This design comes from an exercise in tuning for a short achievable clock period and few clock cycles on the open sky130 flow, not from production work.
RTL that was checked went through simulation tests only; none was proved equivalent to the original.
The RTL of run 1 was laid out without a check of its function.
No activity file was given, so power comes from the tool's default toggle rates.

<file path="flow/config.mk">
export PLATFORM = sky130hd
export DESIGN_NAME = rv_core
export DESIGN_NICKNAME = rv_core
export VERILOG_FILES = /design/flow/design.v
export SDC_FILE = /design/flow/constraint.sdc
export NUM_CORES = 4
export LEC_CHECK = 0
export CAP_MARGIN = 20
export CORE_MARGIN = 2
export CORE_UTILIZATION = 40
export PLACE_DENSITY = 0.6
export SETUP_SLACK_MARGIN = 4.0
export SLEW_MARGIN = 20
export SYNTH_HIERARCHICAL = 1
export SYNTH_MINIMUM_KEEP_SIZE = 0
export DONT_USE_CELLS += sky130_fd_sc_hd__or4_1 sky130_fd_sc_hd__or4_2 sky130_fd_sc_hd__or4_4 sky130_fd_sc_hd__or4b_1 sky130_fd_sc_hd__or4b_2 sky130_fd_sc_hd__or4b_4 sky130_fd_sc_hd__or4bb_1 sky130_fd_sc_hd__or4bb_2 sky130_fd_sc_hd__or4bb_4 sky130_fd_sc_hd__nor4_1 sky130_fd_sc_hd__nor4_2 sky130_fd_sc_hd__nor4_4 sky130_fd_sc_hd__nor4b_1 sky130_fd_sc_hd__nor4b_2 sky130_fd_sc_hd__nor4b_4 sky130_fd_sc_hd__nor4bb_1 sky130_fd_sc_hd__nor4bb_2 sky130_fd_sc_hd__nor4bb_4 sky130_fd_sc_hd__a2111o_1 sky130_fd_sc_hd__a2111o_2 sky130_fd_sc_hd__a2111o_4 sky130_fd_sc_hd__a2111oi_0 sky130_fd_sc_hd__a2111oi_1 sky130_fd_sc_hd__a2111oi_2 sky130_fd_sc_hd__a2111oi_4 sky130_fd_sc_hd__o2111a_1 sky130_fd_sc_hd__o2111a_2 sky130_fd_sc_hd__o2111a_4 sky130_fd_sc_hd__o2111ai_1 sky130_fd_sc_hd__o2111ai_2 sky130_fd_sc_hd__o2111ai_4
</file>
<file path="flow/constraint.sdc">
create_clock -name core_clock -period 6.5 [get_ports {clk}]
set_input_delay 1.3000 -clock core_clock [delete_from_list [all_inputs] [get_ports {clk}]]
set_output_delay 1.3000 -clock core_clock [all_outputs]
set_load 0.01 [all_outputs]
</file>
<file path="flow/design.v">
`default_nettype none
package rv_isa_pkg;
    localparam logic [6:0] OPC_OP     = 7'b0110011;   
    localparam logic [6:0] OPC_OP_IMM = 7'b0010011;   
    localparam logic [6:0] OPC_BRANCH = 7'b1100011;
    localparam logic [2:0] F3_ADD_SUB = 3'b000;
    localparam logic [2:0] F3_SLT     = 3'b010;
    localparam logic [2:0] F3_XOR     = 3'b100;
    localparam logic [2:0] F3_OR      = 3'b110;
    localparam logic [2:0] F3_AND     = 3'b111;
    localparam logic [2:0] F3_BEQ = 3'b000;
    localparam logic [2:0] F3_BNE = 3'b001;
    localparam logic [6:0] F7_SUB = 7'b0100000;
    localparam logic [31:0] NOP_INSN = 32'h0000_0013;   
    typedef struct packed {
        logic [6:0] funct7;
        logic [4:0] rs2;
        logic [4:0] rs1;
        logic [2:0] funct3;
        logic [4:0] rd;
        logic [6:0] opcode;
    } rv_r_fmt_t;
    typedef struct packed {
        logic [11:0] imm;
        logic [4:0]  rs1;
        logic [2:0]  funct3;
        logic [4:0]  rd;
        logic [6:0]  opcode;
    } rv_i_fmt_t;
    typedef struct packed {
        logic       imm12;
        logic [5:0] imm10_5;
        logic [4:0] rs2;
        logic [4:0] rs1;
        logic [2:0] funct3;
        logic [3:0] imm4_1;
        logic       imm11;
        logic [6:0] opcode;
    } rv_b_fmt_t;
    typedef union packed {
        rv_r_fmt_t r;
        rv_i_fmt_t i;
        rv_b_fmt_t b;
    } rv_insn_u;
endpackage
`default_nettype wire
`default_nettype none
package core_pkg;
    localparam int XLEN       = 32;
    localparam int REG_ADDR_W = 5;
    localparam logic [XLEN-1:0] RESET_PC = '0;
endpackage
`default_nettype wire
`default_nettype none
module fetch_stage (
    input  wire logic [12:0] pcl,       
    input  wire logic [31:0] w,         
    input  wire logic        x_addi,    
    input  wire logic [4:0]  x_rd,
    output logic             early,     
    output logic [12:0]      z1_lo,     
    output logic [1:0]       z1_d,
    output logic [12:0]      z0_lo,     
    output logic [1:0]       z0_d,
    output logic             pred,      
    output logic [12:0]      pn_lo,     
    output logic [1:0]       pn_d,
    output logic [12:0]      alt_lo,    
    output logic [1:0]       alt_d
);
    logic [6:0]  opc;
    logic [2:0]  f3;
    logic [4:0]  rs1, rs2;
    logic        is_br;
    logic [12:0] imm_b;
    assign opc = w[6:0];
    assign f3  = w[14:12];
    assign rs1 = w[19:15];
    assign rs2 = w[24:20];
    assign is_br = (opc == 7'b1100011) && (f3[2:1] == 2'b00);
    assign early = is_br && x_addi
                && (((rs1 == x_rd) && (rs2 == 5'd0)) || ((rs2 == x_rd) && (rs1 == 5'd0)));
    assign pred  = is_br && (f3[0] ^ (rs1 == rs2));
    assign imm_b = {w[31], w[7], w[30:25], w[11:8], 1'b0};
    logic [12:0] p4_lo;
    logic        p4_co;
    assign {p4_co, p4_lo} = {1'b0, pcl} + 14'd4;
    logic [12:0] tg, tt, tc, tgn, ttn;
    logic [12:0] t_lo;
    logic        t_co;
    always_comb begin
        tg = pcl & imm_b;
        tt = pcl | imm_b;
        for (int d = 1; d < 13; d = d * 2) begin
            for (int i = 0; i < 13; i++) begin
                if (i >= d) begin
                    tgn[i] = tg[i] | (tt[i] & tg[i-d]);
                    ttn[i] = tt[i] & tt[i-d];
                end else begin
                    tgn[i] = tg[i];
                    ttn[i] = tt[i];
                end
            end
            tg = tgn;
            tt = ttn;
        end
        tc   = {tg[11:0], 1'b0};
        t_lo = pcl ^ imm_b ^ tc;
        t_co = tg[12];
    end
    logic [1:0] p4_d, t_d;
    assign p4_d = {1'b0, p4_co};
    assign t_d  = {!t_co && w[31], t_co && !w[31]};
    assign pn_lo  = pred ? t_lo : p4_lo;
    assign pn_d   = pred ? t_d : p4_d;
    assign alt_lo = pred ? p4_lo : t_lo;
    assign alt_d  = pred ? p4_d : t_d;
    assign z1_lo  = f3[0] ? p4_lo : t_lo;   
    assign z1_d   = f3[0] ? p4_d : t_d;
    assign z0_lo  = f3[0] ? t_lo : p4_lo;
    assign z0_d   = f3[0] ? t_d : p4_d;
endmodule
`default_nettype wire
`default_nettype none
module execute_stage (
    input  wire logic [31:0] x_am,
    input  wire logic [31:0] fwd_a,
    input  wire logic [31:0] x_bm,
    input  wire logic [31:0] fwd_b,
    input  wire logic        x_add,
    input  wire logic        x_sub,
    input  wire logic        x_and,
    input  wire logic        x_or,
    input  wire logic        x_xor,
    input  wire logic        x_slt,
    input  wire logic [31:0] x_negimm,   
    input  wire logic        fa_next,    
    input  wire logic        fb_next,    
    output logic [31:0]      result,
    output logic [31:0]      res_fa,     
    output logic [31:0]      res_fb,     
    output logic             eq,         
    output logic             z           
);
    logic [31:0] op_a, op_b;
    logic [31:0] x_ab, a_ab, o_ab;     
    logic [31:0] sum, diff, logic_res;
    logic        slt;
    assign op_a  = x_am | fwd_a;
    assign op_b  = x_bm | fwd_b;
    assign x_ab  = op_a ^ op_b;
    assign a_ab  = op_a & op_b;
    assign o_ab  = op_a | op_b;
    logic sub_co;
    ks_add i_add (.a(op_a), .b(op_b), .s(sum));
    ks_sub i_sub (.a(op_a), .b(op_b), .s(diff), .co(sub_co));
    eq32 i_eq (.a(op_a), .b(op_b), .eq(eq));
    eq32 i_z  (.a(op_a), .b(x_negimm), .eq(z));
    assign slt  = (op_a[31] && !op_b[31]) || (!(op_a[31] ^ op_b[31]) && !sub_co);
    assign logic_res = ({32{x_and}} & a_ab)
                     | ({32{x_or}}  & o_ab)
                     | ({32{x_xor}} & x_ab);
    assign result = ({32{x_add}} & sum)
                  | ({32{x_sub}} & diff)
                  | logic_res
                  | {31'd0, x_slt & slt};
    assign res_fa = ({32{fa_next && x_add}} & sum)
                  | ({32{fa_next && x_sub}} & diff)
                  | ({32{fa_next}} & logic_res)
                  | {31'd0, fa_next && x_slt && slt};
    assign res_fb = ({32{fb_next && x_add}} & sum)
                  | ({32{fb_next && x_sub}} & diff)
                  | ({32{fb_next}} & logic_res)
                  | {31'd0, fb_next && x_slt && slt};
endmodule
`default_nettype wire
`default_nettype none
module ks_add (
    input  wire logic [31:0] a,
    input  wire logic [31:0] b,
    output logic [31:0]      s
);
    logic [31:0] bb, g, t, gn, tn;
    assign bb = b;
    always_comb begin
        g = a & bb;
        t = a | bb;
        g[0] = g[0] | (t[0] & 1'b0);
        for (int d = 1; d < 32; d = d * 2) begin
            for (int i = 0; i < 32; i++) begin
                if (i >= d) begin
                    gn[i] = g[i] | (t[i] & g[i-d]);
                    tn[i] = t[i] & t[i-d];
                end else begin
                    gn[i] = g[i];
                    tn[i] = t[i];
                end
            end
            g = gn;
            t = tn;
        end
        s = a ^ bb ^ {g[30:0], 1'b0};
    end
endmodule
module ks_sub (
    input  wire logic [31:0] a,
    input  wire logic [31:0] b,
    output logic [31:0]      s,
    output logic             co          
);
    logic [31:0] bb, g, t, gn, tn;
    assign bb = ~b;
    always_comb begin
        g = a & bb;
        t = a | bb;
        g[0] = g[0] | (t[0] & 1'b1);
        for (int d = 1; d < 32; d = d * 2) begin
            for (int i = 0; i < 32; i++) begin
                if (i >= d) begin
                    gn[i] = g[i] | (t[i] & g[i-d]);
                    tn[i] = t[i] & t[i-d];
                end else begin
                    gn[i] = g[i];
                    tn[i] = t[i];
                end
            end
            g = gn;
            t = tn;
        end
        s  = a ^ bb ^ {g[30:0], 1'b1};
        co = g[31];
    end
endmodule
module eq32 (
    input  wire logic [31:0] a,
    input  wire logic [31:0] b,
    output logic             eq
);
    assign eq = (a == b);
endmodule
`default_nettype wire
`default_nettype none
import core_pkg::*;
import rv_isa_pkg::*;
module rv_core (
    input  wire logic        clk,
    input  wire logic        rst,
    input  wire logic [31:0] imem_rdata,
    output logic [31:0]      imem_addr,
    output logic             retire_valid,
    output logic [31:0]      retire_pc,
    output logic [31:0]      retire_insn,
    output logic [4:0]       retire_rd,
    output logic             retire_rd_we,
    output logic [31:0]      retire_wdata
);
    logic [12:0] pcl;
    logic [18:0] pch;
    logic [1:0]  pcd;        
    logic        fix;        
    logic [18:0] fix_hi;     
    logic        x_valid;
    logic [31:0] x_pc;
    logic [31:0] x_insn;
    logic [31:0] x_am;       
    logic [31:0] x_bm;       
    logic [31:0] fwd_a;      
    logic [31:0] fwd_b;      
    logic        x_add, x_sub, x_and, x_or, x_xor, x_slt;
    logic        x_mp_eq;    
    logic        x_mp_ne;    
    logic [12:0] x_alt_lo;   
    logic [1:0]  x_alt_d;    
    logic [4:0]  x_rd;
    logic        x_we;
    logic        x_addi;     
    logic [31:0] x_negimm;   
    logic        r_valid;
    logic [31:0] r_pc;
    logic [31:0] r_insn;
    logic [4:0]  r_rd;
    logic        r_we;
    logic [31:0] r_wdata;
    logic [31:0] rf [1:31];
    logic [31:0] w;
    logic [6:0]  opc;
    logic [2:0]  f3;
    logic [6:0]  f7;
    logic [4:0]  rs1, rs2, rd;
    logic        is_op, is_opi, is_br, f3_alu, f7_ok, writes, pred;
    logic        fa_next, fb_next;
    logic [31:0] imm_i;
    logic [12:0] pn_lo, alt_lo, z1_lo, z0_lo;
    logic [1:0]  pn_d, alt_d, z1_d, z0_d;
    logic [18:0] hi_base, hi_inc, hi_dec, pc_hi;
    logic        early;
    logic [31:0] a_rd, b_rd;
    logic        eq, z;
    assign imem_addr = {pch, pcl};
    assign hi_base = fix ? fix_hi : pch;
    assign hi_inc  = hi_base + 19'd1;
    assign hi_dec  = hi_base - 19'd1;
    assign pc_hi   = pcd[0] ? hi_inc : (pcd[1] ? hi_dec : hi_base);
    assign w    = imem_rdata;
    assign opc  = w[6:0];
    assign f3   = w[14:12];
    assign f7   = w[31:25];
    assign rs1  = w[19:15];
    assign rs2  = w[24:20];
    assign rd   = w[11:7];
    assign is_op  = (opc == OPC_OP);
    assign is_opi = (opc == OPC_OP_IMM);
    assign is_br  = (opc == OPC_BRANCH) && (f3[2:1] == 2'b00);
    assign f3_alu = (f3 == F3_ADD_SUB) || (f3 == F3_SLT) || (f3 == F3_XOR)
                 || (f3 == F3_OR) || (f3 == F3_AND);
    assign f7_ok  = (f7 == 7'd0) || (f7 == F7_SUB && f3 == F3_ADD_SUB);
    assign writes = f3_alu && (is_opi || (is_op && f7_ok));
    assign imm_i = {{20{w[31]}}, w[31:20]};
    assign fa_next = x_valid && x_we && (x_rd == rs1);
    assign fb_next = x_valid && x_we && (x_rd == rs2) && !is_opi;
    fetch_stage i_fetch_stage (
        .pcl    (pcl),
        .w      (w),
        .x_addi (x_addi),
        .x_rd   (x_rd),
        .early  (early),
        .z1_lo  (z1_lo),
        .z1_d   (z1_d),
        .z0_lo  (z0_lo),
        .z0_d   (z0_d),
        .pred   (pred),
        .pn_lo  (pn_lo),
        .pn_d   (pn_d),
        .alt_lo (alt_lo),
        .alt_d  (alt_d)
    );
    function automatic logic [31:0] rf_read(input logic [4:0] idx);
        if (idx == 5'd0) begin
            rf_read = '0;
        end else if (r_valid && r_we && r_rd == idx) begin
            rf_read = r_wdata;
        end else begin
            rf_read = rf[idx];
        end
    endfunction
    assign a_rd = rf_read(rs1);
    assign b_rd = rf_read(rs2);
    logic [31:0] result, res_fa, res_fb;
    execute_stage i_execute_stage (
        .x_am     (x_am),
        .fwd_a    (fwd_a),
        .x_bm     (x_bm),
        .fwd_b    (fwd_b),
        .x_add    (x_add),
        .x_sub    (x_sub),
        .x_and    (x_and),
        .x_or     (x_or),
        .x_xor    (x_xor),
        .x_slt    (x_slt),
        .x_negimm (x_negimm),
        .fa_next  (fa_next),
        .fb_next  (fb_next),
        .result   (result),
        .res_fa   (res_fa),
        .res_fb   (res_fb),
        .eq       (eq),
        .z        (z)
    );
    logic mispredict;
    assign mispredict = eq ? x_mp_eq : x_mp_ne;
    logic [12:0] npc_eq, npc_ne;
    logic [1:0]  npd_eq, npd_ne;
    assign npc_eq = x_mp_eq ? x_alt_lo : pn_lo;
    assign npc_ne = x_mp_ne ? x_alt_lo : pn_lo;
    assign npd_eq = x_mp_eq ? x_alt_d : pn_d;
    assign npd_ne = x_mp_ne ? x_alt_d : pn_d;
    logic go;   
    assign go = !rst && !mispredict;
    always_ff @(posedge clk) begin
        if (rst) begin
            pcl <= RESET_PC[12:0];
            pch <= RESET_PC[31:13];
            pcd <= 2'b00;
            fix <= 1'b0;
        end else begin
            pcl <= early ? (z ? z1_lo : z0_lo) : (eq ? npc_eq : npc_ne);
            pcd <= early ? (z ? z1_d : z0_d) : (eq ? npd_eq : npd_ne);
            pch <= pc_hi;
            fix <= mispredict;
        end
        fix_hi   <= x_pc[31:13];   
        x_valid  <= go;
        x_mp_eq  <= go && is_br && !early && (!f3[0] ^ pred);
        x_mp_ne  <= go && is_br && !early && (f3[0] ^ pred);
        x_pc     <= {pc_hi, pcl};
        x_insn   <= w;
        x_am     <= fa_next ? '0 : a_rd;
        x_bm     <= is_opi ? imm_i : (fb_next ? '0 : b_rd);
        fwd_a    <= res_fa;
        fwd_b    <= res_fb;
        x_add    <= f3 == F3_ADD_SUB && !(is_op && f7 == F7_SUB);
        x_sub    <= f3 == F3_ADD_SUB && is_op && f7 == F7_SUB;
        x_slt    <= f3 == F3_SLT;
        x_xor    <= f3 == F3_XOR;
        x_or     <= f3 == F3_OR;
        x_and    <= f3 == F3_AND;
        x_alt_lo <= alt_lo;
        x_alt_d  <= alt_d;
        x_rd     <= rd;
        x_we     <= writes && (rd != 5'd0);
        x_addi   <= go && is_opi && f3 == F3_ADD_SUB && (rd != 5'd0);
        x_negimm <= -imm_i;
        r_valid  <= x_valid && !rst;
        r_pc     <= x_pc;
        r_insn   <= x_insn;
        r_rd     <= x_rd;
        r_we     <= x_we;
        r_wdata  <= result;
        if (r_valid && r_we) begin
            rf[r_rd] <= r_wdata;
        end
    end
    assign retire_valid = r_valid;
    assign retire_pc    = r_pc;
    assign retire_insn  = r_insn;
    assign retire_rd    = r_rd;
    assign retire_rd_we = r_we;
    assign retire_wdata = r_wdata;
endmodule
`default_nettype wire
</file>
<file path="flow/flow/run.sh">
#!/bin/bash
# Standard layout with two changes to synthesis: adders are left to ABC
# instead of the platform's full/half adder cells, and the slow wide OR/NOR
# cells and the 5-input AOI/OAI cells are not used.
set -euo pipefail
cat >> config.mk <<'EOF'
export DONT_USE_CELLS += sky130_fd_sc_hd__or4_1 sky130_fd_sc_hd__or4_2 sky130_fd_sc_hd__or4_4 sky130_fd_sc_hd__or4b_1 sky130_fd_sc_hd__or4b_2 sky130_fd_sc_hd__or4b_4 sky130_fd_sc_hd__or4bb_1 sky130_fd_sc_hd__or4bb_2 sky130_fd_sc_hd__or4bb_4 sky130_fd_sc_hd__nor4_1 sky130_fd_sc_hd__nor4_2 sky130_fd_sc_hd__nor4_4 sky130_fd_sc_hd__nor4b_1 sky130_fd_sc_hd__nor4b_2 sky130_fd_sc_hd__nor4b_4 sky130_fd_sc_hd__nor4bb_1 sky130_fd_sc_hd__nor4bb_2 sky130_fd_sc_hd__nor4bb_4 sky130_fd_sc_hd__a2111o_1 sky130_fd_sc_hd__a2111o_2 sky130_fd_sc_hd__a2111o_4 sky130_fd_sc_hd__a2111oi_0 sky130_fd_sc_hd__a2111oi_1 sky130_fd_sc_hd__a2111oi_2 sky130_fd_sc_hd__a2111oi_4 sky130_fd_sc_hd__o2111a_1 sky130_fd_sc_hd__o2111a_2 sky130_fd_sc_hd__o2111a_4 sky130_fd_sc_hd__o2111ai_1 sky130_fd_sc_hd__o2111ai_2 sky130_fd_sc_hd__o2111ai_4
EOF
bash standard.sh ADDER_MAP_FILE= finish > make_finish.log 2>&1
</file>
<file path="flow/standard.sh">
#!/bin/bash
# synth_recipe.tcl (not shown) runs the flow's synth.tcl, then flattens the netlist and writes it again
# the make line also repeats each setting of config.mk as NAME=value (left out here)
make -C /OpenROAD-flow-scripts/flow DESIGN_CONFIG=/design/flow/config.mk WORK_HOME=/design/flow/orfs CLKGATE_MAP_FILE= SYNTH_SCRIPT=/design/flow/synth_recipe.tcl "${@:-finish}"
</file>
==> impl_metrics.env, run 1 <==
export IMPL_synth_edf_count=992
export IMPL_p_per_area_mw_per_mm2=270
export IMPL_yosysSeqAreaShare_pct=56.6
export IMPL_power_total_w=0.0229
export IMPL_numPortBuffers=168
export IMPL_dr_pass1_iters=6
export IMPL_arrival_ps=3960
export IMPL_vias=47400
export IMPL_final_min_clock_period_ps=3300
export IMPL_clk_path_buf_depth=3
export IMPL_ys_warnings_count=10
export IMPL_drive_gt1_share_pct=38.3
export IMPL_yosysUniqueCellTypes=105
export IMPL_antenna_found_initial=11
export IMPL_routedWlPerCell_um=32.7
export IMPL_synth_area_leaders="edfxtp_1 (45%), mux4_2 (16%), dfxtp_1 (12%)"
export IMPL_cts_htree_levels=4
export IMPL_setup_viol=0
export IMPL_cts_tree="done"
export IMPL_grt_usage_pct=28.1
export IMPL_busiest_layer="met2"
export IMPL_clock_latency_ps=820
export IMPL_nets=5248
export IMPL_ir_drop_mv=0.285
export IMPL_async_reset_ff_share_pct=0
export IMPL_fmax_mhz=303
export IMPL_clk_transition_reported_paths_ps=60
export IMPL_antenna_left=0
export IMPL_slowest_delay_ps=370
export IMPL_power_leakage_nw=29.8
export IMPL_slew_headroom_pct=33.0
export IMPL_ys_ff_latch=1372
export IMPL_status="timing/DRC/antenna clean"
export IMPL_synth_flop_cell="edfxtp_1"
export IMPL_criticalPathCategory="reg -> reg"
export IMPL_finalWirelength_um=246000
export IMPL_required_ps=7170
export IMPL_grt_pass1_wl_um=338000
export IMPL_cp_buffers_inverters=2
export IMPL_dp_hpwl_um=125000
export IMPL_routed_via_density=6.29
export IMPL_grtUsageMet1_pct=36.7
export IMPL_critical_path_top_delay_family="compound AO/OA/AOI/OAI gates"
export IMPL_routabilityCongestion=0.869
export IMPL_syn_avg_cell_area_um2=14.5
export IMPL_met2_usage_pct=43.5
export IMPL_start_kind="register"
export IMPL_dieArea_mm2=0.168
export IMPL_drv_slew=0
export IMPL_first_iter_violations=6731
export IMPL_fin_setup_tns_ps=0
export IMPL_synth_top_area_share_pct=45.1
export IMPL_synth_fp_nets=4592
export IMPL_netlist_area_mm2=0.0660
export IMPL_drc=0
export IMPL_end_kind="register"
export IMPL_num_rows=149
export IMPL_grt_start_max_net_pins=73
export IMPL_io_pins=169
export IMPL_cp_slowest_cell="dfxtp_4"
export IMPL_finalCritPeriodShare_pct=50.7
export IMPL_die_h_um=410
export IMPL_cpMostUsedCell="o211ai_1"
export IMPL_overflow=0
export IMPL_clkSinkCount=1372
export IMPL_hold_viol_final=0
export IMPL_grt_use_met3_pct=6.65
export IMPL_path_cells="or2_4, a22oi_2, buf_4, a31oi_4, o211ai_1, o211ai_1, a21oi_2, nand3_2, a221oi_2, xnor2_1, a22oi_2, o211ai_1, a21oi_2, inv_2"
export IMPL_path_max_fanout=8
export IMPL_grt_pass1_vias=45300
export IMPL_start_util_pct=40.2
export IMPL_synthCells=4558
export IMPL_post_synth_top_area_cell="edfxtp_1"
export IMPL_hold_class="reg -> reg"
export IMPL_finClkSkew_ps=64.1
export IMPL_coreArea_mm2=0.164
export IMPL_cts_made_buffers=147
export IMPL_worstMarginPinSlew_ps=1010
export IMPL_synthToLayoutAreaGrowth_pct=28.2
export IMPL_die_width_um=410
export IMPL_maxCapViolCount=0
export IMPL_rsz0062_at_grt="true"
export IMPL_cts_root_buf="clkbuf_16"
## timing repair
item                        CTS  global route
buffers inserted            353            83
gates resized for setup    1290           172
pin swaps                   149            74
cloned                       75            23
setup endpoints to repair  1172           377
hold buffers                  0             0
## path summary, 6_finish.rpt
check                from     endpoint  slack (ps)  cells past startpoint
setup / recovery  x_am[1]  r_wdata[31]        3200                     14
setup reg to reg  x_am[1]  r_wdata[31]        3200                     14
hold reg to reg   x_pc[9]      r_pc[9]         320                      0
hold / removal    x_pc[9]      r_pc[9]         320                      0
## cell families after synthesis
family                     after synthesis  share of synthesized area, %
muxes                                  723                          20.1
DFF                                   1372                          56.6
and+or+nand+nor                        942                          7.23
AOI/OAI and AO/OA                      808                          8.80
buffers and inverters                  382                          2.75
xor gates and xnor gates               285                          3.79
adders and majority gates               46                         0.720
## cell usage in the layout, fill, tap and decap left out, types with 49 or more instances in the layout
cell type | Yosys | routed
edfxtp_1 | 992 | 992
mux4_2 | 479 | 479
buf_4 | 46 | 382
nor2_1 | 301 | 256
dfxtp_1 | 380 | 248
mux2i_1 | 235 | 233
xnor2_1 | 212 | 187
clkbuf_16 | 0 | 168
a21oi_1 | 187 | 164
buf_6 | 13 | 162
nand2_1 | 166 | 156
buf_12 | 0 | 93
nor2b_1 | 97 | 85
dfxtp_4 | 0 | 74
xor2_1 | 72 | 71
inv_1 | 72 | 65
a211oi_1 | 83 | 65
o21ai_0 | 80 | 58
or2_4 | 1 | 58
dfxtp_2 | 0 | 58
and2_1 | 55 | 51
a22oi_1 | 67 | 49
## synth_stat cells, types with 11 or more instances
master	n
a211oi_1	83
a21oi_1	187
a221o_1	27
a221oi_1	47
a22oi_1	67
a31oi_1	25
a32oi_1	17
and2_1	55
buf_1	16
buf_2	89
buf_4	46
buf_6	13
clkbuf_1	144
dfxtp_1	380
edfxtp_1	992
inv_1	72
maj3_1	34
maj3_2	12
mux2i_1	235
mux4_2	479
nand2_1	166
nand2b_1	46
nand3_1	46
nand4_1	38
nor2_1	301
nor2b_1	97
nor3_1	47
nor3b_1	11
o211ai_1	37
o21a_1	15
o21ai_0	80
o21bai_1	30
o221ai_1	36
o22a_1	13
o22ai_1	35
o31ai_1	14
o41ai_1	15
or2_1	20
or2_2	53
xnor2_1	212
xor2_1	72
## area by class of cell
cell class | instances | area, um2
multi-input combinational | 2815 | 28800
inverter | 74 | 292
sequential | 1372 | 37700
tap | 2189 | 2740
clock buffer | 196 | 3980
antenna | 8 | 20.0
timing repair buffer | 804 | 10100
clock inverter | 74 | 947
fill | 13500 | 79800
## state kept, by name (all words and copies together) (netlist names), 13 cells and up
| signal | flops |
|---|---|
| x_am | 32 |
| x_bm | 32 |
| fwd_b | 32 |
| rf | 992 |
| x_negimm | 30 |
| x_insn | 27 |
| r_pc | 31 |
| pch | 19 |
| r_insn | 28 |
| x_alt_lo | 13 |
| x_pc | 32 |
| pcl | 13 |
| r_wdata | 32 |
| fwd_a | 32 |
## power by group
part	total (W)	switching [W]	internal [W]
combinational	0.00442	0.00238	0.00204
sequential	0.00989	0.000169	0.00972
clock	0.00856	0.00367	0.00489
## per-module statistics from Yosys, one instance, submodules excluded
module / flip-flops and latches / cell area [um2] / copies in the design
rv_core: 1372 / 56800 / 1
ks_add: 0 / 2340 / 1
ks_sub: 0 / 2290 / 1
execute_stage: 0 / 2110 / 1
fetch_stage: 0 / 1810 / 1
eq32: 0 / 354 / 2
## layer usage
| layer | up-vias | part of all wire, % |
|---|---|---|
| met5 | - | 0.023 |
| met1 | 24300 | 37 |
| met2 | 3022 | 45 |
| met3 | 634 | 11 |
| li1 | 19400 | - |
| met4 | 8 | 6.5 |
## per-stage QoR
stage          setup slack, ps  util [%]  area, um2  std cells  hold slack (ps)
6_report                  3200      51.5      84600       7532              322
5_1_grt                   3070      51.5      84600       7526              314
4_1_cts                   3200      50.3      82700       7418              304
3_5_place_dp              1900      42.9      70600       6720              312
3_3_place_gp              1830      42.9      70500       6715              310
2_1_floorplan             3420         -      67100       4558              310
==> run 2, diff against run 1 <==
--- a/flow/design.v
+++ b/flow/design.v
@@ -124,34 +124,30 @@
 `default_nettype none
 module execute_stage (
     input  wire logic [31:0] x_am,
-    input  wire logic [31:0] fwd_a,
     input  wire logic [31:0] x_bm,
-    input  wire logic [31:0] fwd_b,
-    input  wire logic        x_add,
-    input  wire logic        x_sub,
+    input  wire logic [31:0] sd_a,
+    input  wire logic [31:0] sd_b,
+    input  wire logic        slt_a,
+    input  wire logic        slt_b,
     input  wire logic        x_and,
     input  wire logic        x_or,
     input  wire logic        x_xor,
-    input  wire logic        x_slt,
     input  wire logic [31:0] x_negimm,   
-    input  wire logic        fa_next,    
-    input  wire logic        fb_next,    
-    output logic [31:0]      result,
-    output logic [31:0]      res_fa,     
-    output logic [31:0]      res_fb,     
+    output logic [31:0]      sum,
+    output logic [31:0]      diff,
+    output logic [31:0]      logic_res,  
+    output logic             slt,
     output logic             eq,         
     output logic             z           
 );
     logic [31:0] op_a, op_b;
     logic [31:0] x_ab, a_ab, o_ab;     
-    logic [31:0] sum, diff, logic_res;
-    logic        slt;
-    assign op_a  = x_am | fwd_a;
-    assign op_b  = x_bm | fwd_b;
+    logic        sub_co;
+    assign op_a = x_am | sd_a | {31'd0, slt_a};
+    assign op_b = x_bm | sd_b | {31'd0, slt_b};
     assign x_ab  = op_a ^ op_b;
     assign a_ab  = op_a & op_b;
     assign o_ab  = op_a | op_b;
-    logic sub_co;
     ks_add i_add (.a(op_a), .b(op_b), .s(sum));
     ks_sub i_sub (.a(op_a), .b(op_b), .s(diff), .co(sub_co));
     eq32 i_eq (.a(op_a), .b(op_b), .eq(eq));
@@ -160,18 +156,6 @@
     assign logic_res = ({32{x_and}} & a_ab)
                      | ({32{x_or}}  & o_ab)
                      | ({32{x_xor}} & x_ab);
-    assign result = ({32{x_add}} & sum)
-                  | ({32{x_sub}} & diff)
-                  | logic_res
-                  | {31'd0, x_slt & slt};
-    assign res_fa = ({32{fa_next && x_add}} & sum)
-                  | ({32{fa_next && x_sub}} & diff)
-                  | ({32{fa_next}} & logic_res)
-                  | {31'd0, fa_next && x_slt && slt};
-    assign res_fb = ({32{fb_next && x_add}} & sum)
-                  | ({32{fb_next && x_sub}} & diff)
-                  | ({32{fb_next}} & logic_res)
-                  | {31'd0, fb_next && x_slt && slt};
 endmodule
 `default_nettype wire
 `default_nettype none
@@ -264,8 +248,10 @@
     logic [31:0] x_insn;
     logic [31:0] x_am;       
     logic [31:0] x_bm;       
-    logic [31:0] fwd_a;      
-    logic [31:0] fwd_b;      
+    logic [31:0] sd_a;       
+    logic [31:0] sd_b;       
+    logic        slt_a;      
+    logic        slt_b;      
     logic        x_add, x_sub, x_and, x_or, x_xor, x_slt;
     logic        x_mp_eq;    
     logic        x_mp_ne;    
@@ -275,6 +261,15 @@
     logic        x_we;
     logic        x_addi;     
     logic [31:0] x_negimm;   
+    logic [31:0] s_sum, s_diff, s_lg;
+    logic        s_slt;
+    logic        s_valid;
+    logic [31:0] s_pc;
+    logic [31:0] s_insn;
+    logic [4:0]  s_rd;
+    logic        s_we;
+    logic        s_add, s_sub, s_lgop, s_sltop;
+    logic [31:0] s_res;
     logic        r_valid;
     logic [31:0] r_pc;
     logic [31:0] r_insn;
@@ -337,6 +332,8 @@
     function automatic logic [31:0] rf_read(input logic [4:0] idx);
         if (idx == 5'd0) begin
             rf_read = '0;
+        end else if (s_valid && s_we && s_rd == idx) begin
+            rf_read = s_res;
         end else if (r_valid && r_we && r_rd == idx) begin
             rf_read = r_wdata;
         end else begin
@@ -345,27 +342,30 @@
     endfunction
     assign a_rd = rf_read(rs1);
     assign b_rd = rf_read(rs2);
-    logic [31:0] result, res_fa, res_fb;
+    logic [31:0] sum, diff, logic_res;
+    logic        slt;
     execute_stage i_execute_stage (
-        .x_am     (x_am),
-        .fwd_a    (fwd_a),
-        .x_bm     (x_bm),
-        .fwd_b    (fwd_b),
-        .x_add    (x_add),
-        .x_sub    (x_sub),
-        .x_and    (x_and),
-        .x_or     (x_or),
-        .x_xor    (x_xor),
-        .x_slt    (x_slt),
-        .x_negimm (x_negimm),
-        .fa_next  (fa_next),
-        .fb_next  (fb_next),
-        .result   (result),
-        .res_fa   (res_fa),
-        .res_fb   (res_fb),
-        .eq       (eq),
-        .z        (z)
+        .x_am      (x_am),
+        .x_bm      (x_bm),
+        .sd_a      (sd_a),
+        .sd_b      (sd_b),
+        .slt_a     (slt_a),
+        .slt_b     (slt_b),
+        .x_and     (x_and),
+        .x_or      (x_or),
+        .x_xor     (x_xor),
+        .x_negimm  (x_negimm),
+        .sum       (sum),
+        .diff      (diff),
+        .logic_res (logic_res),
+        .slt       (slt),
+        .eq        (eq),
+        .z         (z)
     );
+    assign s_res = ({32{s_add}}  & s_sum)
+                 | ({32{s_sub}}  & s_diff)
+                 | ({32{s_lgop}} & s_lg)
+                 | {31'd0, s_sltop & s_slt};
     logic mispredict;
     assign mispredict = eq ? x_mp_eq : x_mp_ne;
     logic [12:0] npc_eq, npc_ne;
@@ -394,10 +394,12 @@
         x_mp_ne  <= go && is_br && !early && (f3[0] ^ pred);
         x_pc     <= {pc_hi, pcl};
         x_insn   <= w;
-        x_am     <= fa_next ? '0 : a_rd;
-        x_bm     <= is_opi ? imm_i : (fb_next ? '0 : b_rd);
-        fwd_a    <= res_fa;
-        fwd_b    <= res_fb;
+        x_am     <= fa_next ? logic_res : a_rd;
+        x_bm     <= is_opi ? imm_i : (fb_next ? logic_res : b_rd);
+        sd_a     <= ({32{fa_next && x_add}} & sum) | ({32{fa_next && x_sub}} & diff);
+        sd_b     <= ({32{fb_next && x_add}} & sum) | ({32{fb_next && x_sub}} & diff);
+        slt_a    <= fa_next && x_slt && slt;
+        slt_b    <= fb_next && x_slt && slt;
         x_add    <= f3 == F3_ADD_SUB && !(is_op && f7 == F7_SUB);
         x_sub    <= f3 == F3_ADD_SUB && is_op && f7 == F7_SUB;
         x_slt    <= f3 == F3_SLT;
@@ -410,12 +412,25 @@
         x_we     <= writes && (rd != 5'd0);
         x_addi   <= go && is_opi && f3 == F3_ADD_SUB && (rd != 5'd0);
         x_negimm <= -imm_i;
-        r_valid  <= x_valid && !rst;
-        r_pc     <= x_pc;
-        r_insn   <= x_insn;
-        r_rd     <= x_rd;
-        r_we     <= x_we;
-        r_wdata  <= result;
+        s_sum    <= sum;
+        s_diff   <= diff;
+        s_lg     <= logic_res;
+        s_slt    <= slt;
+        s_valid  <= x_valid && !rst;
+        s_pc     <= x_pc;
+        s_insn   <= x_insn;
+        s_rd     <= x_rd;
+        s_we     <= x_we;
+        s_add    <= x_add;
+        s_sub    <= x_sub;
+        s_lgop   <= x_and || x_or || x_xor;
+        s_sltop  <= x_slt;
+        r_valid  <= s_valid && !rst;
+        r_pc     <= s_pc;
+        r_insn   <= s_insn;
+        r_rd     <= s_rd;
+        r_we     <= s_we;
+        r_wdata  <= s_res;
         if (r_valid && r_we) begin
             rf[r_rd] <= r_wdata;
         end
==> run 2 against run 1 <==
Compared with the run above:
- still clean
- wire length rose by 3.8%
- clock skew fell by 37 ps
- synthesized cell count rose by 4.8%
- via count grew 5.1%
- non-clock buffer count is 58 higher
- core utilization rose by 0.60 points
- design area rose by 8.5%
- fmax rose by 10%
- combinational power up 17%
- count of clock-buffer cells in the layout increased by 38
- register-to-register slack better by 300 ps
- global-route usage down 0.69 points
- critical endpoint is now sd_a[26]
- largest power group unchanged
==> impl_metrics.env, run 2 <==
export IMPL_synth_flop_cell="edfxtp_1"
export IMPL_cts_made_buffers=164
export IMPL_postCtsHoldBufs=0
export IMPL_required_ps=7230
export IMPL_cts_htree_levels=4
export IMPL_clk_path_buf_depth=3
export IMPL_final_cell_mix="edfxtp_1 (992), mux4_2 (552), dfxtp_1 (437), buf_4 (391), nor2_1 (263)"
export IMPL_yosysSeqAreaShare_pct=57.4
export IMPL_nets=5518
export IMPL_r2r_end="sd_a[26]"
export IMPL_power_total_w=0.0255
export IMPL_grt_pass1_vias=48200
export IMPL_path_max_fanout=4
export IMPL_die_h_um=425
export IMPL_first_iter_violations=7054
export IMPL_synthCells=4779
export IMPL_reg2reg_from="x_bm[0]"
export IMPL_synth_area_leaders="edfxtp_1 (42%), mux4_2 (18%), dfxtp_1 (15%)"
export IMPL_start_kind="register"
export IMPL_slew_headroom_pct=13.2
export IMPL_final_common_cell="edfxtp_1"
export IMPL_largest_reg_flops=992
export IMPL_layoutNonFillerInstCount=7965
export IMPL_finalWirelength_um=255000
export IMPL_overflow=0
export IMPL_status="timing/DRC/antenna clean"
export IMPL_ys_ff_latch=1541
export IMPL_reg2reg_slack_ps=3510
export IMPL_finalCritPeriodShare_pct=46.0
export IMPL_ys_warnings_count=10
export IMPL_cts_tree="done"
export IMPL_vias=49800
export IMPL_routedWlPerCell_um=32.1
export IMPL_largest_register="rf"
export IMPL_antenna_found_initial=8
export IMPL_hold_end="s_pc[12]"
export IMPL_num_rows=154
export IMPL_hold_viol_final=0
export IMPL_clk_transition_reported_paths_ps=60
export IMPL_coreArea_mm2=0.176
export IMPL_holdCritStartpoint="x_pc[12]"
export IMPL_criticalPathCategory="reg -> reg"
export IMPL_hold_depth=0
export IMPL_fmax_mhz=334
export IMPL_arrival_ps=3720
export IMPL_cts_root_buf="clkbuf_16"
export IMPL_hold_class="reg -> reg"
export IMPL_fillerInstances=14200
export IMPL_synthMostInstantiatedCell="edfxtp_1"
export IMPL_dr_pass1_iters=6
export IMPL_antenna_left=0
export IMPL_dieArea_mm2=0.181
export IMPL_reg2regPathDepth=9
export IMPL_hold_slack_ps=323
export IMPL_async_reset_ff_share_pct=0
export IMPL_routabilityCongestion=0.902
export IMPL_fin_setup_tns_ps=0
export IMPL_post_synth_top_area_cell="edfxtp_1"
export IMPL_netlist_area_mm2=0.0710
export IMPL_synth_edf_count=992
export IMPL_die_width_um=425
export IMPL_drive_gt1_share_pct=41.2
export IMPL_clkSinkCount=1541
export IMPL_syn_avg_cell_area_um2=14.9
export IMPL_synthToLayoutAreaGrowth_pct=29.3
export IMPL_drv_slew=0
export IMPL_maxCapViolCount=0
export IMPL_synthTopCellsByCount="edfxtp_1 (992), mux4_2 (552), dfxtp_1 (549), nor2_1 (312), xnor2_1 (218)"
export IMPL_final_min_clock_period_ps=2990
export IMPL_end_kind="register"
export IMPL_start_util_pct=40.3
export IMPL_io_pins=169
export IMPL_ir_drop_mv=0.207
export IMPL_finClkSkew_ps=26.7
export IMPL_power_leakage_nw=32.7
export IMPL_setup_viol=0
export IMPL_synth_fp_nets=4813
export IMPL_grt_start_max_net_pins=56
export IMPL_placed_cells=7088
export IMPL_numPortBuffers=168
export IMPL_grt_usage_pct=27.4
export IMPL_rsz0062_at_grt="true"
export IMPL_worstMarginPinSlew_ps=1300
export IMPL_grt_pass1_wl_um=356000
export IMPL_synth_top_area_share_pct=42.0
export IMPL_multi_input_area_mm2=0.0315
export IMPL_routed_via_density=6.25
export IMPL_p_per_area_mw_per_mm2=278
export IMPL_dp_hpwl_um=136000
export IMPL_drc=0
export IMPL_clock_latency_ps=830
export IMPL_register_area_mm2=0.0411
export IMPL_yosysUniqueCellTypes=109
run 2: changes by cell type in the layout (fill, tap and decap cells not counted), moves of 22 or more:
cell,change
mux4_2,+73
xnor2_1,-23
a221oi_1,-22
a22o_1,+87
buf_6,+30
mux2_2,+30
a211oi_1,-33
a21oi_1,-26
and2_1,-30
mux2i_1,-101
dfxtp_1,+189
o22a_1,+27
o21bai_1,-25
mux2i_4,+39
run 2: worst max path at each step:
stage	slack, ps	startpoint	end	depth (start not counted)
floorplan	3290	imem_rdata[15]	x_am[29]	7
global placement	1960	imem_rdata[15]	x_am[27]	7
detailed placement	2000	imem_rdata[15]	x_am[27]	7
CTS	3420	r_wdata[0]	retire_wdata[0]	1
global route	3430	x_bm[0]	sd_b[25]	12
finish	3510	x_bm[0]	sd_a[26]	9
run 2: critical path, stage by stage (launching register included):
cell and delay (ps):
dfxtp_1 300, or3_4 430, nor2b_4 150, maj3_2 360, o221a_4 300, a221oi_4 390, a32oi_2 270, o221ai_2 310
xnor2_2 180, a22o_1 230
run 2: final cells by class:
cell class | count | share of cell area, %
timing repair inverter | 2 | 0.0177
timing repair buffer | 862 | 11.8
sequential | 1541 | 44.7
antenna | 2 | 0.00545
tap | 2340 | 3.19
inverter | 62 | 0.279
multi-input combinational | 2851 | 34.3
clock buffer | 234 | 5.10
clock inverter | 71 | 0.623
run 2: power breakdown:
part / internal [W] / switching [W] / leakage (nW)
Combinational: 0.00240 / 0.00278 / 16.4
Sequential: 0.0109 / 0.000183 / 13.7
Clock: 0.00527 / 0.00399 / 2.58
Total: 0.0186 / 0.00696 / 32.7
run 2: per-stage QoR:
step | utilization, % | setup WS [ps] | cell area [um2]
after floorplan | - | 3290 | 72000
after global placement | 42.9 | 1960 | 75700
after detailed placement | 42.9 | 2000 | 75700
after CTS | 50.6 | 3420 | 89300
after global routing | 52.1 | 3430 | 91800
final | 52.1 | 3510 | 91800
run 2: kinds of logic after synthesis:
| group | Yosys count | synth area share [%] |
|---|---|---|
| muxes | 771 | 20.7 |
| buffers and inverters | 394 | 2.59 |
| xor gates and xnor gates | 280 | 3.47 |
| DFF | 1541 | 57.4 |
| AOI/OAI and AO/OA | 818 | 8.63 |
| adders and majority gates | 45 | 0.654 |
| and+or+nand+nor | 930 | 6.53 |
run 2: repair_timing:
item | 4_1_cts | 5_1_grt
cloned | 82 | 16
setup endpoints to repair | 1249 | 471
resized for setup | 1542 | 229
buffers inserted | 339 | 133
pin swaps | 206 | 134
run 2: Yosys stat by module (local to each module, per instance):
module / flip-flops and latches / cells / area [um2] / copies in the design
rv_core: 1541 / 3543 / 62500 / 1
fetch_stage: 0 / 255 / 1810 / 1
eq32: 0 / 45 / 354 / 2
ks_sub: 0 / 357 / 2290 / 1
ks_add: 0 / 358 / 2340 / 1
execute_stage: 0 / 176 / 1300 / 1
run 2: layer usage:
| metal | vias to the layer above | share of wire, % | global-route usage, % |
|---|---|---|---|
| met5 | - | 0 | 0 |
| met4 | 0 | 4.9 | 11.5 |
| met3 | 615 | 11 | 6.24 |
| met2 | 3003 | 46 | 42.6 |
| met1 | 25700 | 38 | 37.2 |
| li1 | 20500 | - | - |
Testbench counts of run 2, summed over its fixed seeds: cycles 24,278.
==> run 3, diff against run 2 <==
--- a/flow/config.mk
+++ b/flow/config.mk
@@ -9,7 +9,7 @@
 export CORE_MARGIN = 2
 export CORE_UTILIZATION = 40
 export PLACE_DENSITY = 0.6
-export SETUP_SLACK_MARGIN = 4.0
+export SETUP_SLACK_MARGIN = 4.5
 export SLEW_MARGIN = 20
 export SYNTH_HIERARCHICAL = 1
 export SYNTH_MINIMUM_KEEP_SIZE = 0
==> run 3 against run 2 <==
Compared with the run above:
- total power is 1.8% higher
- sequential share of layout area is 2.1 points lower
- global-route usage is 1.7 points higher
- core utilization is 2.6 points higher
- wire length is 13% higher
- die area stayed put
==> impl_metrics.env, run 3 <==
export IMPL_ys_warnings_count=10
export IMPL_synth_area_leaders="edfxtp_1 (42%), mux4_2 (18%), dfxtp_1 (15%)"
export IMPL_start_kind="register"
export IMPL_antenna_left=0
export IMPL_first_iter_violations=8075
export IMPL_die_h_um=425
export IMPL_slowest_delay_ps=360
export IMPL_coreArea_mm2=0.176
export IMPL_post_synth_top_area_cell="edfxtp_1"
export IMPL_synth_fp_nets=4813
export IMPL_overflow=0
export IMPL_hold_viol_final=0
export IMPL_end_kind="register"
export IMPL_synthMostInstantiatedCell="edfxtp_1"
export IMPL_power_total_w=0.0260
export IMPL_yosysSeqAreaShare_pct=57.4
export IMPL_finalCritPeriodShare_pct=45.3
export IMPL_clock_latency_ps=840
export IMPL_hold_class="reg -> reg"
export IMPL_largest_reg_flops=992
export IMPL_dr_pass1_iters=9
export IMPL_grt_start_max_net_pins=60
export IMPL_slew_headroom_pct=26.5
export IMPL_hold_depth=0
export IMPL_drive_gt1_share_pct=45.0
export IMPL_fillerInstances=13500
export IMPL_die_width_um=425
export IMPL_drc=0
export IMPL_cts_made_buffers=165
export IMPL_numPortBuffers=168
export IMPL_async_reset_ff_share_pct=0
export IMPL_netlist_area_mm2=0.0710
export IMPL_yosysUniqueCellTypes=109
export IMPL_grt_usage_pct=29.2
export IMPL_final_min_clock_period_ps=2950
export IMPL_path_cells="or2_4, a22oi_2, a211oi_4, o311ai_2, nand3_2, a31oi_4, a311oi_4, maj3_2, xnor2_2, a22o_1"
export IMPL_routed_via_density=6.49
export IMPL_ir_drop_mv=0.233
export IMPL_synth_edf_count=992
export IMPL_vias=52700
export IMPL_drv_slew=0
export IMPL_postCtsHoldBufs=0
export IMPL_power_leakage_nw=34.5
export IMPL_grt_pass1_vias=49200
export IMPL_routabilityCongestion=0.912
export IMPL_synthTopCellsByCount="edfxtp_1 (992), mux4_2 (552), dfxtp_1 (549), nor2_1 (312), xnor2_1 (218)"
export IMPL_setup_viol=0
export IMPL_dieArea_mm2=0.181
export IMPL_antenna_found_initial=14
export IMPL_required_ps=7220
export IMPL_multi_input_area_mm2=0.0324
export IMPL_start_util_pct=40.3
export IMPL_cts_htree_levels=4
export IMPL_cp_buffers_inverters=0
export IMPL_critical_path_top_delay_family="compound AO/OA/AOI/OAI gates"
export IMPL_fin_setup_tns_ps=0
export IMPL_io_pins=169
export IMPL_synth_flop_cell="edfxtp_1"
export IMPL_grt_pass1_wl_um=374000
export IMPL_rsz0062_at_grt="true"
export IMPL_path_max_fanout=5
export IMPL_status="timing/DRC/antenna clean"
export IMPL_criticalPathCategory="reg -> reg"
export IMPL_worstMarginPinSlew_ps=1100
export IMPL_finalWirelength_um=288000
export IMPL_clk_transition_reported_paths_ps=70
export IMPL_syn_avg_cell_area_um2=14.9
export IMPL_fmax_mhz=340
export IMPL_synthCells=4779
export IMPL_nets=5669
export IMPL_arrival_ps=3660
export IMPL_dp_hpwl_um=135000
export IMPL_reg2regPathDepth=10
export IMPL_maxCapViolCount=0
export IMPL_clkSinkCount=1541
export IMPL_num_rows=154
export IMPL_cts_tree="done"
export IMPL_final_cell_mix="edfxtp_1 (992), mux4_2 (552), dfxtp_1 (434), buf_4 (370), nor2_1 (251)"
export IMPL_cp_slowest_cell="a31oi_4"
export IMPL_synth_top_area_share_pct=42.0
export IMPL_ys_ff_latch=1541
export IMPL_register_area_mm2=0.0411
export IMPL_cts_root_buf="clkbuf_16"
export IMPL_synthToLayoutAreaGrowth_pct=35.7
export IMPL_clk_path_buf_depth=3
export IMPL_routedWlPerCell_um=35.5
export IMPL_p_per_area_mw_per_mm2=270
export IMPL_largest_register="rf"
export IMPL_final_common_cell="edfxtp_1"
export IMPL_finClkSkew_ps=35.2
export IMPL_path_depth=10
## run 3: logic make-up (layout without fill, tap and decap cells)
kind of cell | after synthesis | count (layout) | share of synthesized area [%]
DFF | 1541 | 1541 | 57.4
and+or+nand+nor | 930 | 938 | 6.53
AOI/OAI and AO/OA | 818 | 818 | 8.63
muxes | 771 | 772 | 20.7
buffers and inverters | 394 | 1374 | 2.59
xor gates and xnor gates | 280 | 280 | 3.47
adders and majority gates | 45 | 45 | 0.654
other | 0 | 4 | 0
## run 3: worst paths after layout
check	startpoint	to	slack (ps)
worst max-delay path	x_am[2]	sd_a[27]	3550
worst min-delay path	x_pc[9]	s_pc[9]	320
worst max register to register	x_am[2]	sd_a[27]	3550
worst min register to register	x_pc[9]	s_pc[9]	320
## run 3: repair_timing
item	CTS	global route
resized for setup	1723	312
endpoints found under the setup margin	1362	893
setup buffers	418	150
cloned	119	52
pin swaps	254	209
## run 3: per-module statistics from Yosys, one instance, submodules excluded
module / flip-flops and latches / cell area, um2 / times used
rv_core: 1541 / 62500 / 1
ks_add: 0 / 2340 / 1
ks_sub: 0 / 2290 / 1
fetch_stage: 0 / 1810 / 1
execute_stage: 0 / 1300 / 1
eq32: 0 / 354 / 2
## run 3: cell type report
| type | count | area share [%] |
|---|---|---|
| inverter | 62 | 0.266 |
| multi-input combinational | 2853 | 33.7 |
| antenna | 4 | 0.0104 |
| tap | 2340 | 3.04 |
| timing repair buffer | 1011 | 14.7 |
| sequential | 1541 | 42.6 |
| clock buffer | 215 | 4.75 |
| clock inverter | 85 | 0.874 |
| timing repair inverter | 1 | 0.00780 |
## run 3: per-stage QoR
stage          utilization (%)  hold slack, ps  instance area, um2  cells  setup WS (ps)
2_1_floorplan                -             310               72800   4779           3290
3_3_place_gp              43.0             310               75800   7069           1860
3_5_place_dp              43.0             312               75800   7069           1770
4_1_cts                   52.3             312               92200   7906           3580
5_1_grt                   54.6             328               96300   8108           3470
6_report                  54.6             316               96300   8112           3550
## run 3: metal layers
| layer | vias to the layer above | track usage [%] | share of wire, % |
|---|---|---|---|
| met5 | - | 0 | 0.024 |
| met4 | 10 | 14.5 | 7.6 |
| met3 | 963 | 7.12 | 13 |
| met2 | 3981 | 45.3 | 44 |
| met1 | 26900 | 38.3 | 35 |
| li1 | 20800 | - | - |
## run 3: power breakdown
part	internal [W]	switching [W]	total (W)	leakage, nW
clock	0.00539	0.00409	0.00948	2.64
combinational	0.00246	0.00293	0.00539	18.1
sequential	0.0109	0.000217	0.0111	13.7
## run 3: worst register-to-register path, stage by stage (launching register included)
cell	delay [ps]
dfxtp_2	330
or2_4	260
a22oi_2	340
a211oi_4	150
o311ai_2	310
nand3_2	210
a31oi_4	360
a311oi_4	170
maj3_2	350
xnor2_2	150
a22o_1	210
==> run 4, diff against run 3 <==
--- a/flow/config.mk
+++ b/flow/config.mk
@@ -13,4 +13,5 @@
 export SLEW_MARGIN = 20
 export SYNTH_HIERARCHICAL = 1
 export SYNTH_MINIMUM_KEEP_SIZE = 0
+export TNS_END_PERCENT = 20
 export DONT_USE_CELLS += sky130_fd_sc_hd__or4_1 sky130_fd_sc_hd__or4_2 sky130_fd_sc_hd__or4_4 sky130_fd_sc_hd__or4b_1 sky130_fd_sc_hd__or4b_2 sky130_fd_sc_hd__or4b_4 sky130_fd_sc_hd__or4bb_1 sky130_fd_sc_hd__or4bb_2 sky130_fd_sc_hd__or4bb_4 sky130_fd_sc_hd__nor4_1 sky130_fd_sc_hd__nor4_2 sky130_fd_sc_hd__nor4_4 sky130_fd_sc_hd__nor4b_1 sky130_fd_sc_hd__nor4b_2 sky130_fd_sc_hd__nor4b_4 sky130_fd_sc_hd__nor4bb_1 sky130_fd_sc_hd__nor4bb_2 sky130_fd_sc_hd__nor4bb_4 sky130_fd_sc_hd__a2111o_1 sky130_fd_sc_hd__a2111o_2 sky130_fd_sc_hd__a2111o_4 sky130_fd_sc_hd__a2111oi_0 sky130_fd_sc_hd__a2111oi_1 sky130_fd_sc_hd__a2111oi_2 sky130_fd_sc_hd__a2111oi_4 sky130_fd_sc_hd__o2111a_1 sky130_fd_sc_hd__o2111a_2 sky130_fd_sc_hd__o2111a_4 sky130_fd_sc_hd__o2111ai_1 sky130_fd_sc_hd__o2111ai_2 sky130_fd_sc_hd__o2111ai_4
==> run 4 against run 3 <==
Compared with the run above:
- worst setup slack improved by 4.1 ps
- sequential power about the same
- total power decreased by 1.3%
- fmax is 0.14% higher
- design area fell by 3.6%
- area after synthesis stayed put
- count of clock-buffer cells in the layout is 15 lower
- register-to-register slack hardly changed
- wire length decreased by 6.4%
- critical path type unchanged
==> impl_metrics.env, run 4 <==
export IMPL_status="timing/DRC/antenna clean"
export IMPL_synthMostInstantiatedCell="edfxtp_1"
export IMPL_reg2reg_slack_ps=3560
export IMPL_criticalPathCategory="reg -> reg"
export IMPL_path_max_fanout=4
export IMPL_postCtsHoldBufs=0
export IMPL_antenna_left=0
export IMPL_dp_hpwl_um=134000
export IMPL_synthToLayoutAreaGrowth_pct=30.7
export IMPL_final_common_cell="edfxtp_1"
export IMPL_finalWirelength_um=269000
export IMPL_syn_avg_cell_area_um2=14.9
export IMPL_power_total_w=0.0257
export IMPL_synth_area_leaders="edfxtp_1 (42%), mux4_2 (18%), dfxtp_1 (15%)"
export IMPL_hold_class="reg -> reg"
export IMPL_final_cell_mix="edfxtp_1 (992), mux4_2 (552), dfxtp_1 (442), buf_4 (439), nor2_1 (266)"
export IMPL_overflow=0
export IMPL_grt_pass1_vias=48300
export IMPL_ys_warnings_count=10
export IMPL_die_width_um=425
export IMPL_required_ps=7210
export IMPL_post_place_ws_ps=1790
export IMPL_synthTopCellsByCount="edfxtp_1 (992), mux4_2 (552), dfxtp_1 (549), nor2_1 (312), xnor2_1 (218)"
export IMPL_yosysSeqAreaShare_pct=57.4
export IMPL_fin_ws_ps=3560
export IMPL_synth_top_area_share_pct=42.0
export IMPL_grt_start_max_net_pins=49
export IMPL_setup_viol=0
export IMPL_internal_power_w=0.0187
export IMPL_synth_edf_count=992
export IMPL_fin_setup_tns_ps=0
export IMPL_io_pins=169
export IMPL_combPwrFrac_pct=20.0
export IMPL_dr_pass1_iters=8
export IMPL_die_h_um=425
export IMPL_fmax_mhz=340
export IMPL_p_per_area_mw_per_mm2=277
export IMPL_synth_flop_cell="edfxtp_1"
export IMPL_clkSinkCount=1541
export IMPL_yosysUniqueCellTypes=109
export IMPL_vias=51100
export IMPL_dieArea_mm2=0.181
export IMPL_routabilityCongestion=0.915
export IMPL_start_kind="register"
export IMPL_clkPwrFrac_pct=36.8
export IMPL_clk_path_buf_depth=3
export IMPL_hold_viol_final=0
export IMPL_numPortBuffers=168
export IMPL_netlist_area_mm2=0.0710
export IMPL_cts_root_buf="clkbuf_16"
export IMPL_p_seq_share_pct=43.3
export IMPL_largest_reg_flops=992
export IMPL_nets=5578
export IMPL_largest_register="rf"
export IMPL_arrival_ps=3650
export IMPL_drc=0
export IMPL_clk_transition_reported_paths_ps=60
export IMPL_coreArea_mm2=0.176
export IMPL_grt_pass1_wl_um=368000
export IMPL_finClkSkew_ps=31.8
export IMPL_worstMarginPinSlew_ps=1070
export IMPL_num_rows=154
export IMPL_sw_frac_of_total_pct=27.3
export IMPL_grt_usage_pct=28.6
export IMPL_routedWlPerCell_um=33.6
export IMPL_maxCapViolCount=0
export IMPL_end_kind="register"
export IMPL_ys_ff_latch=1541
export IMPL_drv_slew=0
export IMPL_routed_via_density=6.37
export IMPL_synthCells=4779
export IMPL_async_reset_ff_share_pct=0
export IMPL_drive_gt1_share_pct=40.7
export IMPL_synth_fp_nets=4813
export IMPL_cts_made_buffers=162
export IMPL_rsz0062_at_grt="true"
export IMPL_clock_latency_ps=820
export IMPL_p_sw_w=0.00699
export IMPL_antenna_found_initial=13
export IMPL_power_leakage_nw=33.3
export IMPL_cts_tree="done"
export IMPL_start_util_pct=40.3
export IMPL_finalCritPeriodShare_pct=45.2
export IMPL_cts_htree_levels=4
export IMPL_post_synth_top_area_cell="edfxtp_1"
export IMPL_final_min_clock_period_ps=2940
export IMPL_ir_drop_mv=0.304
export IMPL_slew_headroom_pct=28.5
export IMPL_first_iter_violations=7498
run 4: cell counts after synthesis:
Identical to the previous run, type by type.
run 4: final timing paths:
path         cells past startpoint  startpoint       end
max                              9     sd_b[0]  sd_a[26]
min                              0    x_pc[12]  s_pc[12]
max reg2reg                      9     sd_b[0]  sd_a[26]
min reg2reg                      0    x_pc[12]  s_pc[12]
run 4: modules after synthesis, one instance, submodules excluded:
module         cells  times used  flops+latches  area, um2
ks_add           358           1              0       2340
fetch_stage      255           1              0       1810
rv_core         3543           1           1541      62500
execute_stage    176           1              0       1300
ks_sub           357           1              0       2290
eq32              45           2              0        354
run 4: metal layers:
layer  track usage (%)  routed length [um]  vias up
met5                 0                  27        -
met4              14.0               16600        4
met3              6.68               30500      777
met2              44.7              123000     3450
met1              37.6               99600    26300
li1                  -                   -    20600
run 4: worst max-delay path, stage by stage, from the launching register on:
cell and delay, ps:
dfxtp_1 300, or3_4 420, nor2b_4 150, maj3_2 370, o221a_4 300, a221oi_4 360
a32oi_2 250, o221ai_2 300, xnor2_2 150, a22o_1 230
run 4: cell families (layout without fill, tap and decap cells):
logic type | Yosys count | after routing | share of synthesized area (%)
buffers and inverters | 394 | 1277 | 2.59
flip-flops | 1541 | 1541 | 57.4
other | 0 | 8 | 0
AO/OA/AOI/OAI | 818 | 818 | 8.63
XOR/XNOR | 280 | 280 | 3.47
adder cells (fa/ha/maj) | 45 | 45 | 0.654
AND/OR/NAND/NOR | 930 | 940 | 6.53
multiplexers | 771 | 772 | 20.7
run 4: area by class of cell:
type | count | area, um2
inverter | 62 | 248
clock inverter | 93 | 978
timing repair buffer | 921 | 12000
fill | 13900 | 83500
timing repair inverter | 1 | 7.51
clock buffer | 200 | 4350
multi-input combinational | 2855 | 31200
antenna | 8 | 20.0
tap | 2340 | 2930
sequential | 1541 | 41100
run 4: repair_timing:
action | in CTS | in global routing
gates resized for setup | 1229 | 361
pin swaps | 184 | 146
cloned | 103 | 21
endpoints found under the setup margin | 1399 | 1320
buffers inserted | 357 | 154
run 4: through the flow:
step           area, um2  hold WS [ps]  utilization [%]  instances
2_1_floorplan      71800           310                -       4779
3_3_place_gp       75500           310             42.8       7084
3_5_place_dp       75500           312             42.9       7085
4_1_cts            90000           318             51.0       7838
5_1_grt            92800           328             52.6       8013
6_report           92800           317             52.6       8021
run 4: power groups by stage:
stage / Sequential (W) / Combinational, W / Clock, W
6_report: 0.0111 / 0.00512 / 0.00944
3_3_place_gp: 0.0113 / 0.00326 / 0
5_1_grt: 0.0111 / 0.00529 / 0.00990
2_1_floorplan: 0.0114 / 0.00215 / 0
3_5_place_dp: 0.0113 / 0.00329 / 0
4_1_cts: 0.0111 / 0.00459 / 0.00951
==> run 5, diff against run 4 <==
--- a/flow/config.mk
+++ b/flow/config.mk
@@ -7,11 +7,10 @@
 export LEC_CHECK = 0
 export CAP_MARGIN = 20
 export CORE_MARGIN = 2
-export CORE_UTILIZATION = 40
-export PLACE_DENSITY = 0.6
-export SETUP_SLACK_MARGIN = 4.5
+export CORE_UTILIZATION = 45
+export PLACE_DENSITY = 0.65
+export SETUP_SLACK_MARGIN = 4.0
 export SLEW_MARGIN = 20
 export SYNTH_HIERARCHICAL = 1
 export SYNTH_MINIMUM_KEEP_SIZE = 0
-export TNS_END_PERCENT = 20
 export DONT_USE_CELLS += sky130_fd_sc_hd__or4_1 sky130_fd_sc_hd__or4_2 sky130_fd_sc_hd__or4_4 sky130_fd_sc_hd__or4b_1 sky130_fd_sc_hd__or4b_2 sky130_fd_sc_hd__or4b_4 sky130_fd_sc_hd__or4bb_1 sky130_fd_sc_hd__or4bb_2 sky130_fd_sc_hd__or4bb_4 sky130_fd_sc_hd__nor4_1 sky130_fd_sc_hd__nor4_2 sky130_fd_sc_hd__nor4_4 sky130_fd_sc_hd__nor4b_1 sky130_fd_sc_hd__nor4b_2 sky130_fd_sc_hd__nor4b_4 sky130_fd_sc_hd__nor4bb_1 sky130_fd_sc_hd__nor4bb_2 sky130_fd_sc_hd__nor4bb_4 sky130_fd_sc_hd__a2111o_1 sky130_fd_sc_hd__a2111o_2 sky130_fd_sc_hd__a2111o_4 sky130_fd_sc_hd__a2111oi_0 sky130_fd_sc_hd__a2111oi_1 sky130_fd_sc_hd__a2111oi_2 sky130_fd_sc_hd__a2111oi_4 sky130_fd_sc_hd__o2111a_1 sky130_fd_sc_hd__o2111a_2 sky130_fd_sc_hd__o2111a_4 sky130_fd_sc_hd__o2111ai_1 sky130_fd_sc_hd__o2111ai_2 sky130_fd_sc_hd__o2111ai_4
==> run 5 against run 4 <==
Compared with the run above:
- die area down 11%
- worst hold slack better by 1.4 ps
- combinational power is essentially flat
- register-to-register slack got worse by 40 ps
- area after synthesis unchanged
- worst setup slack got worse by 89 ps
- via count shrank 1.5%
- synthesized cell count stayed put
- first-iteration DRC count is 3.1% lower
- design area is 1.2% lower
- non-clock buffer count decreased by 59
- critical path type is now in -> reg
==> impl_metrics.env, run 5 <==
export IMPL_arrival_ps=3710
export IMPL_worstMarginPinSlew_ps=1060
export IMPL_grt_start_max_net_pins=56
export IMPL_start_kind="input pin"
export IMPL_ys_ff_latch=1541
export IMPL_netlist_area_mm2=0.0710
export IMPL_p_sw_w=0.00697
export IMPL_p_per_area_mw_per_mm2=280
export IMPL_clkSinkCount=1541
export IMPL_cp_slowest_cell="mux4_2"
export IMPL_overflow=0
export IMPL_place_area_mm2=0.0752
export IMPL_synthMostInstantiatedCell="edfxtp_1"
export IMPL_status="timing/DRC/antenna clean"
export IMPL_grt_usage_pct=30.2
export IMPL_power_total_w=0.0257
export IMPL_final_cell_mix="edfxtp_1 (992), mux4_2 (552), dfxtp_1 (431), buf_4 (375), nor2_1 (266)"
export IMPL_power_leakage_nw=32.8
export IMPL_fin_setup_tns_ps=0
export IMPL_coreArea_mm2=0.156
export IMPL_layoutNonFillerInstCount=7673
export IMPL_grt_pass1_wl_um=351000
export IMPL_first_iter_violations=7266
export IMPL_cts_made_buffers=159
export IMPL_setup_viol=0
export IMPL_clock_latency_ps=810
export IMPL_io_pins=169
export IMPL_clk_path_buf_depth=3
export IMPL_dr_pass1_iters=8
export IMPL_yosysSeqAreaShare_pct=57.4
export IMPL_cts_root_buf="clkbuf_16"
export IMPL_cpMostUsedCell="buf_16"
export IMPL_antenna_found_initial=12
export IMPL_antenna_left=0
export IMPL_p_seq_share_pct=43.3
export IMPL_criticalPathCategory="in -> reg"
export IMPL_combPwrFrac_pct=20.0
export IMPL_finClkSkew_ps=46.4
export IMPL_cts_htree_levels=4
export IMPL_routedWlPerCell_um=32.9
export IMPL_num_rows=145
export IMPL_post_synth_top_area_cell="edfxtp_1"
export IMPL_dp_hpwl_um=133000
export IMPL_required_ps=7180
export IMPL_final_min_clock_period_ps=3030
export IMPL_synth_top_area_share_pct=42.0
export IMPL_ir_drop_mv=0.298
export IMPL_sw_frac_of_total_pct=27.2
export IMPL_maxCapViolCount=0
export IMPL_syn_avg_cell_area_um2=14.9
export IMPL_numPortBuffers=168
export IMPL_drv_slew=0
export IMPL_ys_warnings_count=10
export IMPL_synth_fp_nets=4813
export IMPL_die_width_um=401
export IMPL_slew_headroom_pct=29.5
export IMPL_synthTopCellsByCount="edfxtp_1 (992), mux4_2 (552), dfxtp_1 (549), nor2_1 (312), xnor2_1 (218)"
export IMPL_final_common_cell="edfxtp_1"
export IMPL_clk_transition_reported_paths_ps=60
export IMPL_hold_viol_final=0
export IMPL_finalWirelength_um=252000
export IMPL_finalCritPeriodShare_pct=46.6
export IMPL_start_util_pct=45.4
export IMPL_synth_edf_count=992
export IMPL_synth_flop_cell="edfxtp_1"
export IMPL_end_kind="register"
export IMPL_path_max_fanout=6
export IMPL_hold_class="reg -> reg"
export IMPL_hold_slack_ps=318
export IMPL_drive_gt1_share_pct=41.2
export IMPL_largest_reg_flops=992
export IMPL_async_reset_ff_share_pct=0
export IMPL_grt_pass1_vias=48500
export IMPL_fmax_mhz=330
export IMPL_synthToLayoutAreaGrowth_pct=29.2
export IMPL_cts_tree="done"
export IMPL_slowest_delay_ps=530
export IMPL_fin_area_mm2=0.0917
export IMPL_drc=0
export IMPL_largest_register="rf"
export IMPL_path_cells="buf_16, buf_12, buf_16, buf_16, buf_16, mux4_2, mux4_2, mux2i_4, a211oi_2, a221o_1"
export IMPL_synthCells=4779
export IMPL_nets=5513
export IMPL_internal_power_w=0.0187
export IMPL_clkPwrFrac_pct=36.6
export IMPL_yosysUniqueCellTypes=109
export IMPL_vias=50300
export IMPL_routed_via_density=6.56
export IMPL_placed_cells=6795
export IMPL_routabilityCongestion=0.921
export IMPL_dieArea_mm2=0.161
export IMPL_rsz0062_at_grt="true"
export IMPL_die_h_um=401
export IMPL_synth_area_leaders="edfxtp_1 (42%), mux4_2 (18%), dfxtp_1 (15%)"
[run 5: timing repair]
item	CTS	global route
pin swaps	196	179
hold buffers	0	0
setup buffers	354	119
endpoints found under the hold margin	0	0
gates cloned	91	17
gates resized for setup	1481	257
endpoints found under the setup margin	1244	430
[run 5: routing by layer]
layer	vias to the layer above	wire length (um)	global-route usage (%)
met5	-	43	0
met4	8	14500	13.7
met3	782	30700	8.34
met2	3481	115000	47.4
met1	25600	92000	39.1
li1	20500	-	-
[run 5: stage by stage]
step	setup WS, ps	utilization (%)
2_1_floorplan	3290	-
3_3_place_gp	1300	48.1
3_5_place_dp	1310	48.1
4_1_cts	3530	57.1
5_1_grt	3450	58.6
6_report	3470	58.7
[run 5: cell families (layout without fill, tap and decap cells)]
group           after synthesis  count (layout)  share of synthesized area (%)
xor+xnor                    280             280                           3.47
simple gates                930             937                           6.53
compound gates              818             818                           8.63
buf+inv                     394            1218                           2.59
fa+ha+maj                    45              45                          0.654
mux                         771             772                           20.7
other cells                   0               4                              0
flops                      1541            1541                           57.4
[run 5: worst paths after layout]
kind	from	to	slack (ps)	cells past startpoint
max	imem_rdata[15]	x_am[6]	3470	10
max reg2reg	x_bm[0]	sd_b[27]	3520	12
min reg2reg	s_pc[9]	r_pc[9]	320	0
min	s_pc[9]	r_pc[9]	320	0
[run 5: final cells by class]
class                           count  area [um2]
Timing Repair Buffer              862       11000
Timing Repair inverter              1        7.51
Multi-Input combinational cell   2852       31500
Clock buffer                      202        4360
Clock inverter                     91        1000
Tap cell                         2058        2570
Sequential cell                  1541       41100
Inverter                           62         248
Fill cell                       11500       64700
Antenna cell                        4        10.0
[run 5: power groups by stage]
stage	clock (W)	sequential [W]	combinational (W)
4_1_cts	0.00945	0.0111	0.00467
3_3_place_gp	0	0.0113	0.00321
5_1_grt	0.00986	0.0111	0.00533
2_1_floorplan	0	0.0114	0.00215
3_5_place_dp	0	0.0113	0.00324
6_report	0.00940	0.0111	0.00514
[run 5: worst max-delay path, delay by kind of cell]
kind            cells  cell delay [ps]
mux                 3             1280
buf+inv             5              730
compound gates      2              360
[run 5: Yosys stat by module (local to each module, per instance)]
module	cells	flip-flops and latches	cell area, um2
eq32	45	0	354
ks_add	358	0	2340
rv_core	3543	1541	62500
fetch_stage	255	0	1810
execute_stage	176	0	1300
ks_sub	357	0	2290
